This design comes from an exercise in tuning for small area, a short achievable clock period and few clock cycles per item on the open sky130 flow, not from production work.
The RTL was checked by simulation tests, not by an equivalence proof against the original design.
Power figures rest on the tool's default switching activity, not on a simulated workload.

// page_table_leaf_ager
module page_table_leaf_ager (
    input  logic              clk,
    input  logic              rst_n,
    input  logic              push,
    output logic              full,
    input  logic              entry_valid,
    input  logic              entry_accessed,
    input  logic [3:0]        entry_age,
    input  logic              last_entry,
    output logic              empty,
    input  logic              pop,
    output logic [3:0]        new_age,
    output logic              advanced,
    output logic [31:0]       bucket_count,
    output logic              region_done,
    output logic signed [4:0] region_old_max,
    output logic signed [4:0] region_new_max,
    output logic              region_moves,
    output logic [9:0]        aged_total
);
export LEC_CHECK = 0
export ABC_AREA = 1
export CAP_MARGIN = 20
export CORE_MARGIN = 2
export CORE_UTILIZATION = 65
export CTS_BUF_LIST = sky130_fd_sc_hd__clkbuf_16
export CTS_CLUSTER_DIAMETER = 80
export CTS_CLUSTER_SIZE = 24
export SETUP_SLACK_MARGIN = 2.5
export SLEW_MARGIN = 20
create_clock -name core_clock -period 5.0 [get_ports {clk}]
standard.sh (not shown) runs the stock make flow with config.mk's settings and CLKGATE_MAP_FILE= SYNTH_SCRIPT=/design/flow/synth_recipe.tcl, a recipe that flattens the netlist after the stock synthesis.
==> flow/flow/run.sh <==
#!/bin/bash
# Layout flow: the standard ORFS flow (standard.sh, standard synthesis unchanged) with two
# changes to how the layout is made:
#  - port buffers are sky130_fd_sc_hd__buf_2 cells (the default pick is a slow delay cell);
#  - timing and design repair may resize a cell into one with a different footprint.
# Each tool's full output goes to a log file in this folder; ORFS keeps its own step logs
# under orfs/logs.
set -euo pipefail
bash standard.sh MATCH_CELL_FOOTPRINT=0 "BUFFER_PORTS_ARGS=-buffer_cell sky130_fd_sc_hd__buf_2" finish > flow_make.log 2>&1
The starting point finished with timing, DRC and antenna clean.
Testbench counts at the start, summed over its fixed seeds: cycles 32,800, items 32,768.
Change:
--- a/flow/config.mk
+++ b/flow/config.mk
@@ -10,3 +10,3 @@
 export CORE_MARGIN = 2
-export CORE_UTILIZATION = 65
+export CORE_UTILIZATION = 40
 export CTS_BUF_LIST = sky130_fd_sc_hd__clkbuf_16
@@ -14,3 +14,3 @@
 export CTS_CLUSTER_SIZE = 24
-export SETUP_SLACK_MARGIN = 2.5
+export SETUP_SLACK_MARGIN = 2.3
 export SLEW_MARGIN = 20
Synthesized cell count does not change.
Wire length went up by 8.0%.
Total power climbs by 2.4%.
Combinational power grows by about 2%.
Critical path depth decreases by 2.
Final cell count went up by 9.6%.
Setup slack degrades by 0.047 ns.
Die area goes up by 61%.
Change:
--- a/flow/config.mk
+++ b/flow/config.mk
@@ -10,3 +10,3 @@
 export CORE_MARGIN = 2
-export CORE_UTILIZATION = 40
+export CORE_UTILIZATION = 65
 export CTS_BUF_LIST = sky130_fd_sc_hd__clkbuf_16
@@ -14,3 +14,4 @@
 export CTS_CLUSTER_SIZE = 24
-export SETUP_SLACK_MARGIN = 2.3
+export SETUP_SLACK_MARGIN = 2.5
 export SLEW_MARGIN = 20
+export TNS_END_PERCENT = 5
Routed wire length falls by 7.2%.
Cell area falls by 2.2%.
Setup slack improves by 0.040 ns.
Cell count falls by 9.2%.
Change:
--- a/flow/config.mk
+++ b/flow/config.mk
@@ -10,3 +10,3 @@
 export CORE_MARGIN = 2
-export CORE_UTILIZATION = 65
+export CORE_UTILIZATION = 40
 export CTS_BUF_LIST = sky130_fd_sc_hd__clkbuf_16
@@ -14,4 +14,3 @@
 export CTS_CLUSTER_SIZE = 24
-export SETUP_SLACK_MARGIN = 2.5
+export SETUP_SLACK_MARGIN = 2.9
 export SLEW_MARGIN = 20
-export TNS_END_PERCENT = 5
Effect:
- The new run went through all stages and came out clean
- power went up by 22%
- global-route usage went down by 9.7 points
- synthesized area is unchanged
- wire length went up by 19%
- setup slack is better by 0.23 ns
- cell count went up by 16%
- utilization went down by 20 points
- clock power went up by 33%
- final area went up by 17%

========
Another version of the RTL of page_table_leaf_ager (not shown whole).
Size in the first run: about 1900 cells after synthesis, ~400 flip-flops, ~0.019 mm^2 of cells after synthesis.
Settings: LEC_CHECK=0, ABC_AREA=1, CAP_MARGIN=20, CORE_MARGIN=2, CORE_UTILIZATION=60, CTS_BUF_LIST=sky130_fd_sc_hd__clkbuf_16, CTS_CLUSTER_DIAMETER=80, CTS_CLUSTER_SIZE=24, SETUP_SLACK_MARGIN=2.5, SLEW_MARGIN=20; clock period 5.0 ns.
Scripts as last shown in full above: flow/flow/run.sh
Testbench counts at the start, summed over its fixed seeds: cycles 32,800, items 32,768.
Next try:
==> flow/run.sh (new file) <==
#!/bin/bash
# synth_recipe.tcl (not shown) runs the flow's synth.tcl, then flattens the netlist and writes it again
# the make line also repeats each setting of config.mk as NAME=value (left out here)
make -C /OpenROAD-flow-scripts/flow DESIGN_CONFIG=/design/flow/config.mk WORK_HOME=/design/flow/orfs CLKGATE_MAP_FILE= SYNTH_SCRIPT=/design/flow/synth_recipe.tcl finish
ABC_AREA = default   (was 1)
CORE_UTILIZATION = 40   (was 60)
CTS_BUF_LIST = default   (was sky130_fd_sc_hd__clkbuf_16)
CTS_CLUSTER_DIAMETER = default   (was 80)
CTS_CLUSTER_SIZE = default   (was 24)
SETUP_SLACK_MARGIN = 2.3   (was 2.5)
removed: flow/flow/run.sh
removed: flow/standard.sh
- combinational power increases by about 3%
- design area climbs by 2.5%
- worst setup slack is worse by 0.35 ns
- flip-flop and latch count stays the same
- die area goes up by 42%
- core utilization drops by 20 points
- hold slack degrades by 0.016 ns
- total power came out higher by about 8%
Next try:
ABC_AREA = 1   (was default)
SETUP_SLACK_MARGIN = 2.5   (was 2.3)
Result: The new run passed the timing, DRC and antenna checks; die area went up by 5.0%; setup slack improves by 0.34 ns; first-iteration DRC count falls by 11%; worst hold slack stays flat; global-route usage came out lower by 0.29 points.
Next try:
CTS_BUF_LIST = sky130_fd_sc_hd__clkbuf_16   (was default)
CTS_CLUSTER_DIAMETER = 80   (was default)
CTS_CLUSTER_SIZE = 24   (was default)
First-iteration DRC count rises by 17%. Worst setup slack improves by 0.0037 ns. Count of clock-buffer cells in the layout falls by 35. Global-route usage falls by 0.53 points. Area after synthesis stays the same. Die area does not change. Sequential power barely changes. Final area falls by about 3%. Maximum frequency hardly moves. Flip-flop and latch count is unchanged. Power falls by about 7%.
Next try:
==> flow/flow/run.sh (new file) <==
#!/bin/bash
# Layout flow: the standard ORFS flow (standard.sh, standard synthesis unchanged) with two
# changes to how the layout is made:
#  - port buffers are sky130_fd_sc_hd__buf_2 cells (the default pick is a slow delay cell);
#  - timing and design repair may resize a cell into one with a different footprint.
# Each tool's full output goes to a log file in this folder; ORFS keeps its own step logs
# under orfs/logs.
set -euo pipefail
bash standard.sh MATCH_CELL_FOOTPRINT=0 "BUFFER_PORTS_ARGS=-buffer_cell sky130_fd_sc_hd__buf_2" finish > flow_make.log 2>&1
==> flow/standard.sh (new file) <==
#!/bin/bash
# synth_recipe.tcl (not shown) runs the flow's synth.tcl, then flattens the netlist and writes it again
# the make line also repeats each setting of config.mk as NAME=value (left out here)
make -C /OpenROAD-flow-scripts/flow DESIGN_CONFIG=/design/flow/config.mk WORK_HOME=/design/flow/orfs CLKGATE_MAP_FILE= SYNTH_SCRIPT=/design/flow/synth_recipe.tcl "${@:-finish}"
SETUP_SLACK_MARGIN = 2.8   (was 2.5)
removed: flow/run.sh
Effect: The new run ran to the end with no violations; synthesized cell count stays the same; total power rises by about 12%; worst hold slack hardly moves; global-route usage rose by 2.6 points; final cell count came out higher by 3.8%; worst setup slack improved by 0.046 ns; synthesized area is unchanged; routed wire length rose by about 13%; die area is unchanged; combinational power rises by about 22%; sequential share of layout area falls by 4.4 points.
Next try:
SETUP_SLACK_MARGIN = 2.5   (was 2.8)
Effect:
- critical path depth decreases by 8
- setup slack loses 0.0057 ns
- power drops by 9.0%
- core utilization shrinks by 4.2 points
- clock power fell by about 3%
- die area stays the same

[port drivers added, routing unchanged]
How much do the figures lean on ideal ports? The routed layouts below were timed once more, with nothing changed but the port constraints.
Step 1, drivers: a clkbuf_16 drives clk and a buf_2 each remaining input, both assumed.
Step 2 times the ports against the registers' clock, not the clock port: input delays grow and output delays shrink by t, the midpoint of the rising clock arrivals with the driver on.
Slacks: ideal / step 1 / step 2; pairs: ideal / step 1.
run	t (ns)	setup slack, ns	worst data-port slew with drivers (ns)	cell pins on the clock port's net
the first run of note 1	0.595	2.429 / 2.429 / 2.220	0.03	1
the second run of note 1	0.616	2.382 / 2.363 / 1.747	0.07	1
the third run of note 1	0.590	2.422 / 2.422 / 1.973	0.03	1
the fourth run of note 1	0.637	2.648 / 2.640 / 2.326	0.11	1
the first run of note 2	0.602	2.463 / 2.463 / 1.968	0.03	1
the second run of note 2	0.601	2.115 / 2.115 / 1.658	0.05	1
the third run of note 2	0.635	2.457 / 2.457 / 2.169	0.06	1
the fourth run of note 2	0.612	2.461 / 2.461 / 2.173	0.06	1
the fifth run of note 2	0.617	2.507 / 2.507 / 2.160	0.05	1
the sixth run of note 2	0.615	2.501 / 2.537 / 1.922	0.06	1
After both steps setup and hold are still met in every run listed. For the second run of note 1, which loses most, drivers alone change the setup slack by -0.019 ns; drivers and shift together by -0.635 ns.
